Source: an optimization exercise on an open RTL-to-GDS flow (aim: small area, a short achievable clock period and few clock cycles per item). Production flows keep margins and buffers that such runs may drop. Where RTL was checked, it was by simulation tests only, not by an equivalence proof against the original. Power and IR drop assume default switching activity.

==> v29 <==
==> flow/design.v <==
package lps_pkg;
    localparam int COORD_BITS_DEF = 12;
    localparam logic KIND_LOAD = 1'b0;
    localparam logic KIND_STEP = 1'b1;
    localparam logic [1:0] PH_IDLE   = 2'd0;
    localparam logic [1:0] PH_FIRST  = 2'd1;
    localparam logic [1:0] PH_SECOND = 2'd2;
    localparam logic [1:0] PH_WALK   = 2'd3;
endpackage
module lps_step_core
#(
    parameter int W = lps_pkg::COORD_BITS_DEF
)
(
    input  logic                clk,
    input  logic                rst_n,
    input  logic                fire,
    input  logic                kind,
    input  logic signed [W-1:0] x_start,
    input  logic signed [W-1:0] y_start,
    input  logic signed [W-1:0] x_end,
    input  logic signed [W-1:0] y_end,
    output logic                res_pixel_valid,
    output logic signed [W-1:0] res_x,
    output logic signed [W-1:0] res_y,
    output logic                res_last
);
    logic [1:0]   phase_reg, phase_next;
    logic [W-1:0] cur_x_reg, cur_x_next;
    logic [W-1:0] cur_y_reg, cur_y_next;
    logic [W-1:0] far_x_reg, far_x_next;    
    logic [W-1:0] far_y_reg, far_y_next;    
    logic [W-1:0] u_reg, u_next;            
    logic [W-1:0] v_reg, v_next;            
    logic         neg_x_reg, neg_x_next;
    logic         neg_y_reg, neg_y_next;
    logic         maj_y_reg, maj_y_next;
    logic [W:0]   dx, dy;
    logic [W-1:0] adx, ady;
    logic         u_zero, diag, maj_y, swap_y, y_dec, at_end, minor;
    logic [W-1:0] greater, lesser;
    logic [W:0]   t;
    always_comb
    begin
        dx     = {far_x_reg[W-1], far_x_reg} - {cur_x_reg[W-1], cur_x_reg};
        dy     = {far_y_reg[W-1], far_y_reg} - {cur_y_reg[W-1], cur_y_reg};
        adx    = dx[W] ? W'(cur_x_reg - far_x_reg) : dx[W-1:0];
        ady    = dy[W] ? W'(cur_y_reg - far_y_reg) : dy[W-1:0];
        u_zero = (u_reg == '0);
        maj_y  = (v_reg > u_reg);
        greater    = maj_y ? v_reg : u_reg;
        lesser  = maj_y ? u_reg : v_reg;
        swap_y = u_zero ? neg_y_reg : neg_x_reg;
        diag   = (v_reg != '0);
        y_dec  = diag && (neg_x_reg ^ neg_y_reg);
        at_end = (far_y_reg == {{(W-1){1'b0}}, diag});
        t      = {1'b0, u_reg} - {1'b0, v_reg};
        minor  = t[W];
        phase_next = phase_reg;
        cur_x_next = cur_x_reg;
        cur_y_next = cur_y_reg;
        far_x_next = far_x_reg;
        far_y_next = far_y_reg;
        u_next     = u_reg;
        v_next     = v_reg;
        neg_x_next = neg_x_reg;
        neg_y_next = neg_y_reg;
        maj_y_next = maj_y_reg;
        res_pixel_valid = 1'b0;
        res_x           = '0;
        res_y           = '0;
        res_last        = 1'b0;
        if (kind == lps_pkg::KIND_LOAD)
        begin
            cur_x_next = x_start;
            cur_y_next = y_start;
            far_x_next = x_end;
            far_y_next = y_end;
            phase_next = lps_pkg::PH_FIRST;
        end
        else
        begin
            case (phase_reg)
                lps_pkg::PH_FIRST:
                begin
                    res_pixel_valid = 1'b1;
                    res_x           = cur_x_reg;
                    res_y           = cur_y_reg;
                    u_next          = adx;
                    v_next          = ady;
                    neg_x_next      = dx[W];
                    neg_y_next      = dy[W];
                    phase_next      = lps_pkg::PH_SECOND;
                end
                lps_pkg::PH_SECOND:
                begin
                    res_pixel_valid = 1'b1;
                    res_x           = far_x_reg;
                    res_y           = far_y_reg;
                    if (neg_x_reg)
                        cur_x_next = far_x_reg;
                    if (swap_y)
                        cur_y_next = far_y_reg;
                    far_x_next = greater;
                    far_y_next = greater;
                    u_next     = greater >> 1;
                    v_next     = lesser;
                    maj_y_next = maj_y;
                    phase_next = lps_pkg::PH_WALK;
                end
                lps_pkg::PH_WALK:
                begin
                    res_pixel_valid = 1'b1;
                    res_x           = cur_x_reg;
                    res_y           = cur_y_reg;
                    res_last        = at_end;
                    if (at_end)
                        phase_next = lps_pkg::PH_IDLE;
                    else
                    begin
                        far_y_next = far_y_reg - 1'b1;
                        u_next     = minor ? W'(t[W-1:0] + far_x_reg) : t[W-1:0];
                        if (!maj_y_reg || minor)
                            cur_x_next = cur_x_reg + 1'b1;
                        if (maj_y_reg || minor)
                            cur_y_next = y_dec ? cur_y_reg - 1'b1 : cur_y_reg + 1'b1;
                    end
                end
                default:
                begin
                end
            endcase
        end
    end
    always_ff @(posedge clk or negedge rst_n)
    begin
        if (!rst_n)
            phase_reg <= lps_pkg::PH_IDLE;
        else if (fire)
            phase_reg <= phase_next;
    end
    always_ff @(posedge clk)
    begin
        if (fire)
        begin
            cur_x_reg <= cur_x_next;
            cur_y_reg <= cur_y_next;
            far_x_reg <= far_x_next;
            far_y_reg <= far_y_next;
            u_reg     <= u_next;
            v_reg     <= v_next;
            neg_x_reg <= neg_x_next;
            neg_y_reg <= neg_y_next;
            maj_y_reg <= maj_y_next;
        end
    end
endmodule
module line_pixel_stepper
#(
    parameter int COORD_BITS = lps_pkg::COORD_BITS_DEF
)
(
    input  logic                         clk,
    input  logic                         rst_n,
    input  logic                         req_valid,
    output logic                         req_ready,
    input  logic                         req_kind,
    input  logic signed [COORD_BITS-1:0] req_x_start,
    input  logic signed [COORD_BITS-1:0] req_y_start,
    input  logic signed [COORD_BITS-1:0] req_x_end,
    input  logic signed [COORD_BITS-1:0] req_y_end,
    output logic                         rsp_valid,
    input  logic                         rsp_ready,
    output logic                         rsp_pixel_valid,
    output logic signed [COORD_BITS-1:0] rsp_pixel_x,
    output logic signed [COORD_BITS-1:0] rsp_pixel_y,
    output logic                         rsp_last
);
    logic fire;
    assign req_ready = rsp_ready;
    assign rsp_valid = req_valid && rsp_ready;
    assign fire      = req_valid && rsp_ready;
    lps_step_core #(
        .W (COORD_BITS)
    ) u_core (
        .clk             (clk),
        .rst_n           (rst_n),
        .fire            (fire),
        .kind            (req_kind),
        .x_start         (req_x_start),
        .y_start         (req_y_start),
        .x_end           (req_x_end),
        .y_end           (req_y_end),
        .res_pixel_valid (rsp_pixel_valid),
        .res_x           (rsp_pixel_x),
        .res_y           (rsp_pixel_y),
        .res_last        (rsp_last)
    );
endmodule
==> flow/run.sh <==
#!/bin/bash
# synth_recipe.tcl (not shown) runs the flow's synth.tcl, then flattens the netlist and writes it again
# the make line also repeats each setting of config.mk as NAME=value (left out here)
make -C /OpenROAD-flow-scripts/flow DESIGN_CONFIG=/design/flow/config.mk WORK_HOME=/design/flow/orfs CLKGATE_MAP_FILE= SYNTH_SCRIPT=/design/flow/synth_recipe.tcl finish
==> flow/config.mk <==
export PLATFORM = sky130hd
export DESIGN_NAME = line_pixel_stepper
export DESIGN_NICKNAME = line_pixel_stepper
export VERILOG_FILES = /design/flow/design.v
export SDC_FILE = /design/flow/constraint.sdc
export NUM_CORES = 4
export LEC_CHECK = 0
export ABC_AREA = 1
export CAP_MARGIN = 20
export CORE_MARGIN = 2
export CORE_UTILIZATION = 40
export SLEW_MARGIN = 20
==> flow/constraint.sdc <==
create_clock -name core_clock -period 7.0 [get_ports {clk}]
set_input_delay 1.4000 -clock core_clock [delete_from_list [all_inputs] [get_ports {clk}]]
set_output_delay 1.4000 -clock core_clock [all_outputs]
set_load 0.01 [all_outputs]
==> v30: changes against v29 <==
- ABC_AREA: 1 -> unset
==> comparison table <==
item                                                                 v30         v29
Run status                                      timing/DRC/antenna clean  timing/DRC/antenna clean
Sequential portion of the cell area                                23.2%       21.5%
Routed met2 length                                             11,200 um   15,000 um
Sum of routed wire segments on met1                            12,800 um   14,100 um
Clk pwr                                                           489 uW      482 uW
Sequential element share of the synthesized area                   26.9%       24.5%
Power consumed by combinational cells                             856 uW      846 uW
DP HPWL                                                        20,300 um   25,800 um
Multi-input gate share of total cell area                          58.2%       56.5%
Power density cells                                           197 mW/mm2  180 mW/mm2
Most common cell after layout, fill and taps aside               a21oi_1     nand2_1
Most frequently used cell type in the post-synthesis netlist     a21oi_1     nand2_1
Buffers plus inverters on the worst setup path                         3           2
Post-layout power                                                1.95 mW     1.92 mW
RD Place Congestion                                                0.915       0.985
Tap cells                                                            275         319
Testbench counts of v29, summed over its fixed seeds: cycles 32,000, items 32,000.
Testbench counts of v30, summed over its fixed seeds: cycles 32,000, items 32,000.

---

==> inputs of run a <==
line_pixel_stepper, a different RTL version from the one above (not shown whole).
==> module lps_step_core, before the edit <==
module lps_step_core
#(
    parameter int W = lps_pkg::COORD_BITS_DEF
)
(
    input  logic                clk,
    input  logic                rst_n,
    input  logic                proc,
    input  logic                kind,
    input  logic                load_wr,
    input  logic signed [W-1:0] x_start,
    input  logic signed [W-1:0] y_start,
    input  logic signed [W-1:0] x_end,
    input  logic signed [W-1:0] y_end,
    output logic                res_pixel_valid,
    output logic signed [W-1:0] res_x,
    output logic signed [W-1:0] res_y,
    output logic                res_last
);
    logic [3:0]   phase_reg, phase_next;    
    logic [W-1:0] cur_x_reg, cur_x_next;
    logic [W-1:0] cur_y_reg, cur_y_next;
    logic [W-1:0] far_x_reg, far_x_next;    
    logic [W-1:0] far_y_reg, far_y_next;    
    logic [W-1:0] u_reg, u_next;            
    logic [W-1:0] v_reg, v_next;            
    logic         neg_x_reg, neg_x_next;
    logic         neg_y_reg, neg_y_next;
    logic         maj_y_reg, maj_y_next;
    logic         cin_reg, cin_next;        
    logic         qcin_reg, qcin_next;      
    logic         pv_reg, pv_next;
    logic         last_reg, last_next;
    logic [W:0]   dx, dy, t, q_wrap;
    logic         walking, s_maj, s_min, diag, y_dec, p_far, minor, is_last;
    logic         s_maj_n, s_min_n;
    logic [W-1:0] m_big;
    assign res_pixel_valid = pv_reg;
    assign res_x           = pv_reg ? cur_x_reg : '0;
    assign res_y           = pv_reg ? cur_y_reg : '0;
    assign res_last        = last_reg;
    always_comb
    begin
        dx      = {far_x_reg[W-1], far_x_reg} - {u_reg[W-1], u_reg};
        dy      = {far_y_reg[W-1], far_y_reg} - {v_reg[W-1], v_reg};
        walking = phase_reg[lps_pkg::PH_WALK];
        s_maj   = maj_y_reg ? neg_y_reg : neg_x_reg;
        s_min   = maj_y_reg ? neg_x_reg : neg_y_reg;
        diag    = (v_reg != '0) || s_min;
        y_dec   = diag && (neg_x_reg ^ neg_y_reg);
        p_far   = (maj_y_reg && !diag) ? neg_y_reg : neg_x_reg;
        t       = {1'b0, u_reg} + {1'b1, ~v_reg} + (W+1)'(cin_reg);
        minor   = t[W];
        q_wrap  = {1'b0, u_reg} + {1'b0, walking ? far_x_reg : '0} + (W+1)'(qcin_reg);
        m_big   = u_reg;
        phase_next = phase_reg;
        cur_x_next = cur_x_reg;
        cur_y_next = cur_y_reg;
        far_x_next = far_x_reg;
        far_y_next = far_y_reg;
        u_next     = u_reg;
        v_next     = v_reg;
        neg_x_next = neg_x_reg;
        neg_y_next = neg_y_reg;
        maj_y_next = maj_y_reg;
        pv_next    = pv_reg;
        last_next  = last_reg;
        is_last    = 1'b0;
        if (proc)
        begin
            pv_next   = 1'b0;
            last_next = 1'b0;
            if (kind == lps_pkg::KIND_LOAD)
                phase_next = 4'b0001 << lps_pkg::PH_FIRST;
            else
            begin
                phase_next = '0;
                case (1'b1)
                    phase_reg[lps_pkg::PH_FIRST]:
                    begin
                        pv_next    = 1'b1;
                        cur_x_next = u_reg;
                        cur_y_next = v_reg;
                        u_next     = dx[W-1:0] ^ {W{dx[W]}};
                        v_next     = dy[W-1:0] ^ {W{dy[W]}};
                        neg_x_next = dx[W];
                        neg_y_next = dy[W];
                        phase_next[lps_pkg::PH_SECOND] = 1'b1;
                    end
                    phase_reg[lps_pkg::PH_SECOND]:
                    begin
                        pv_next    = 1'b1;
                        cur_x_next = far_x_reg;
                        cur_y_next = far_y_reg;
                        far_x_next = cur_x_reg;
                        far_y_next = cur_y_reg;
                        maj_y_next = t[W];
                        u_next     = t[W] ? v_reg : u_reg;
                        v_next     = t[W] ? u_reg : v_reg;
                        phase_next[lps_pkg::PH_WALK0] = 1'b1;
                    end
                    phase_reg[lps_pkg::PH_WALK0]:
                    begin
                        pv_next    = 1'b1;
                        if (!p_far)
                        begin
                            cur_x_next = far_x_reg;
                            cur_y_next = far_y_reg;
                        end
                        u_next     = q_wrap[W:1];
                        far_x_next = t[W-1:0];
                        far_y_next = q_wrap[W-1:0];
                        is_last    = (m_big[W-1:1] == '0)
                                  && (s_maj ? (diag && !m_big[0]) : (m_big[0] == diag));
                        last_next  = is_last;
                        phase_next[lps_pkg::PH_WALK] = !is_last;
                    end
                    phase_reg[lps_pkg::PH_WALK]:
                    begin
                        pv_next    = 1'b1;
                        far_y_next = far_y_reg - 1'b1;
                        u_next     = minor ? q_wrap[W-1:0] : t[W-1:0];
                        if (!maj_y_reg || minor)
                            cur_x_next = cur_x_reg + 1'b1;
                        if (maj_y_reg || minor)
                            cur_y_next = cur_y_reg + {{(W-1){y_dec}}, 1'b1};
                        is_last    = (far_y_reg == {{(W-2){1'b0}}, diag, !diag});
                        last_next  = is_last;
                        phase_next[lps_pkg::PH_WALK] = !is_last;
                    end
                    default:
                    begin
                    end
                endcase
            end
        end
        if (load_wr)
        begin
            far_x_next = x_end;
            far_y_next = y_end;
            u_next     = x_start;
            v_next     = y_start;
        end
        s_maj_n = maj_y_next ? neg_y_next : neg_x_next;
        s_min_n = maj_y_next ? neg_x_next : neg_y_next;
        if (phase_next[lps_pkg::PH_SECOND])
            cin_next = neg_x_next || !neg_y_next;
        else if (phase_next[lps_pkg::PH_WALK0])
            cin_next = s_maj_n || !s_min_n;
        else
            cin_next = !s_min_n;
        qcin_next = s_maj_n && !(phase_next[lps_pkg::PH_WALK] && s_min_n);
    end
    always_ff @(posedge clk or negedge rst_n)
    begin
        if (!rst_n)
            phase_reg <= '0;
        else
            phase_reg <= phase_next;
    end
    always_ff @(posedge clk)
    begin
        cur_x_reg <= cur_x_next;
        cur_y_reg <= cur_y_next;
        far_x_reg <= far_x_next;
        far_y_reg <= far_y_next;
        u_reg     <= u_next;
        v_reg     <= v_next;
        neg_x_reg <= neg_x_next;
        neg_y_reg <= neg_y_next;
        maj_y_reg <= maj_y_next;
        cin_reg   <= cin_next;
        qcin_reg  <= qcin_next;
        pv_reg    <= pv_next;
        last_reg  <= last_next;
    end
endmodule
clock: 7.0 ns
lec_check: 0
cap_margin: 20
core_margin: 2
core_utilization: 50
gpl_routability_driven: 0
setup_slack_margin: 3.8
slew_margin: 20
tns_end_percent: 10
standard.sh (not shown) runs the stock make flow with config.mk's settings and CLKGATE_MAP_FILE= SYNTH_SCRIPT=/design/flow/synth_recipe.tcl, a recipe that flattens the netlist after the stock synthesis.
==> flow/flow/run.sh <==
#!/bin/bash
# The standard layout (the standard.sh: ORFS synthesis to finish, unchanged), except
# that the buffer on each input and output port is sky130_fd_sc_hd__buf_1 instead of the
# cell buffer_ports picks by itself (a slow clkdlybuf4s50_1 delay cell).
# ORFS writes each step's full log under orfs/logs/; make's own output goes to
# flow_make.log here.
set -euo pipefail
cd "$(dirname "$0")/.."
export BUFFER_PORTS_ARGS="-buffer_cell sky130_fd_sc_hd__buf_1"
bash standard.sh finish > flow_make.log 2>&1
==> run b: changes against run a <==
--- a/flow/design.v
+++ b/flow/design.v
@@ -118,7 +118,7 @@
                         end
                         u_next     = q_wrap[W:1];
                         far_x_next = t[W-1:0];
-                        far_y_next = q_wrap[W-1:0];
+                        far_y_next = u_reg;
                         is_last    = (m_big[W-1:1] == '0)
                                   && (s_maj ? (diag && !m_big[0]) : (m_big[0] == diag));
                         last_next  = is_last;
@@ -133,7 +133,8 @@
                             cur_x_next = cur_x_reg + 1'b1;
                         if (maj_y_reg || minor)
                             cur_y_next = cur_y_reg + {{(W-1){y_dec}}, 1'b1};
-                        is_last    = (far_y_reg == {{(W-2){1'b0}}, diag, !diag});
+                        is_last    = (far_y_reg[W-1:2] == '0)
+                                  && (far_y_reg[1:0] == {diag && !s_maj, diag == s_maj});
                         last_next  = is_last;
                         phase_next[lps_pkg::PH_WALK] = !is_last;
                     end
- CAP_MARGIN: 20 -> 0
- CORE_UTILIZATION: 50 -> 55
- GPL_ROUTABILITY_DRIVEN: 0 -> default
- SETUP_SLACK_MARGIN: 3.8 -> 4.1
- SLEW_MARGIN: 20 -> 0
- TNS_END_PERCENT: 10 -> 0
==> run c: changes against run a <==
--- a/flow/design.v
+++ b/flow/design.v
@@ -45,8 +45,8 @@
     logic         s_maj_n, s_min_n;
     logic [W-1:0] m_big;
     assign res_pixel_valid = pv_reg;
-    assign res_x           = pv_reg ? cur_x_reg : '0;
-    assign res_y           = pv_reg ? cur_y_reg : '0;
+    assign res_x           = cur_x_reg;    
+    assign res_y           = cur_y_reg;
     assign res_last        = last_reg;
     always_comb
     begin
@@ -80,7 +80,11 @@
             pv_next   = 1'b0;
             last_next = 1'b0;
             if (kind == lps_pkg::KIND_LOAD)
+            begin
+                cur_x_next = '0;
+                cur_y_next = '0;
                 phase_next = 4'b0001 << lps_pkg::PH_FIRST;
+            end
             else
             begin
                 phase_next = '0;
@@ -139,6 +143,8 @@
                     end
                     default:
                     begin
+                        cur_x_next = '0;
+                        cur_y_next = '0;
                     end
                 endcase
             end
- CORE_UTILIZATION: 50 -> 55
- GPL_ROUTABILITY_DRIVEN: 0 -> default
==> run d: changes against run a <==
==> flow/run.sh (new file) <==
#!/bin/bash
# synth_recipe.tcl (not shown) runs the flow's synth.tcl, then flattens the netlist and writes it again
# the make line also repeats each setting of config.mk as NAME=value (left out here)
make -C /OpenROAD-flow-scripts/flow DESIGN_CONFIG=/design/flow/config.mk WORK_HOME=/design/flow/orfs CLKGATE_MAP_FILE= SYNTH_SCRIPT=/design/flow/synth_recipe.tcl finish
- CORE_UTILIZATION: 50 -> 55
- GPL_ROUTABILITY_DRIVEN: 0 -> default
- SETUP_SLACK_MARGIN: 3.8 -> 4.2
- TNS_END_PERCENT: 10 -> default
removed: flow/flow/run.sh
removed: flow/standard.sh
==> comparison <==
- Clock power, highest first: run d, run c, run a, run b.
- The highest first-iteration DRC count belongs to run d, the lowest to run a.
- Between run a and run d, the lower critical path depth is in run a (gap 3).
- Sequential power: run c < run d < run b < run a.
- The highest maximum frequency belongs to run d, the lowest to run c.
- Core utilization: run d is higher than run c (13 points).
- Final cell count, highest first: run d, run a, run b, run c.
- In sequential cell count, run b and run d do not differ.
- Sequential share of layout area, highest first: run a, run b, run c, run d.
- In run c the cell area is smaller than in run d, by 18%.
- Clock skew, highest first: run c, run b, run a, run d.
Testbench counts of run a, summed over its fixed seeds: cycles 32,008, items 32,000.
Testbench counts of run d, summed over its fixed seeds: cycles 32,008, items 32,000.
The RTL of run b and run c was laid out without a check of its function.

## what the ideal ports hide
In the flow no input, the clock included, has a driving cell. The finished layouts below were timed again as built, in two steps. Step 1, drivers: a clkbuf_16 drives clk and a buf_2 each remaining input, both assumed. Step 2 moves the port delays by t, midway between the first and last clock arrival at a register: inputs arrive t later, outputs are due t later. That takes back most of the time a late clock gives input paths. Slacks: no drivers / after step 1 / after step 2; pairs: no drivers / after step 1.
run	t, ns	setup WS [ns]	clock arrival spread, ns	slew at the worst register clock pin (ns)	pins driven straight from the clock port
v29	0.391	1.929 / 1.865 / 1.865	0.010 / 0.010	0.07 / 0.07	1
v30	0.388	2.114 / 2.094 / 2.094	0.018 / 0.017	0.07 / 0.07	1
run a	0.399	3.761 / 3.761 / 3.549	0.007 / 0.007	0.07 / 0.07	1
run b	0.392	3.834 / 3.834 / 3.580	0.011 / 0.011	0.07 / 0.07	1
run c	0.392	3.720 / 3.720 / 3.448	0.011 / 0.011	0.07 / 0.07	1
run d	0.397	3.846 / 3.846 / 3.739	0.006 / 0.007	0.07 / 0.07	1
After both steps every run listed still meets setup and hold. For run c, which loses most, drivers alone change the setup slack by 0.000 ns; drivers and shift together by -0.272 ns.
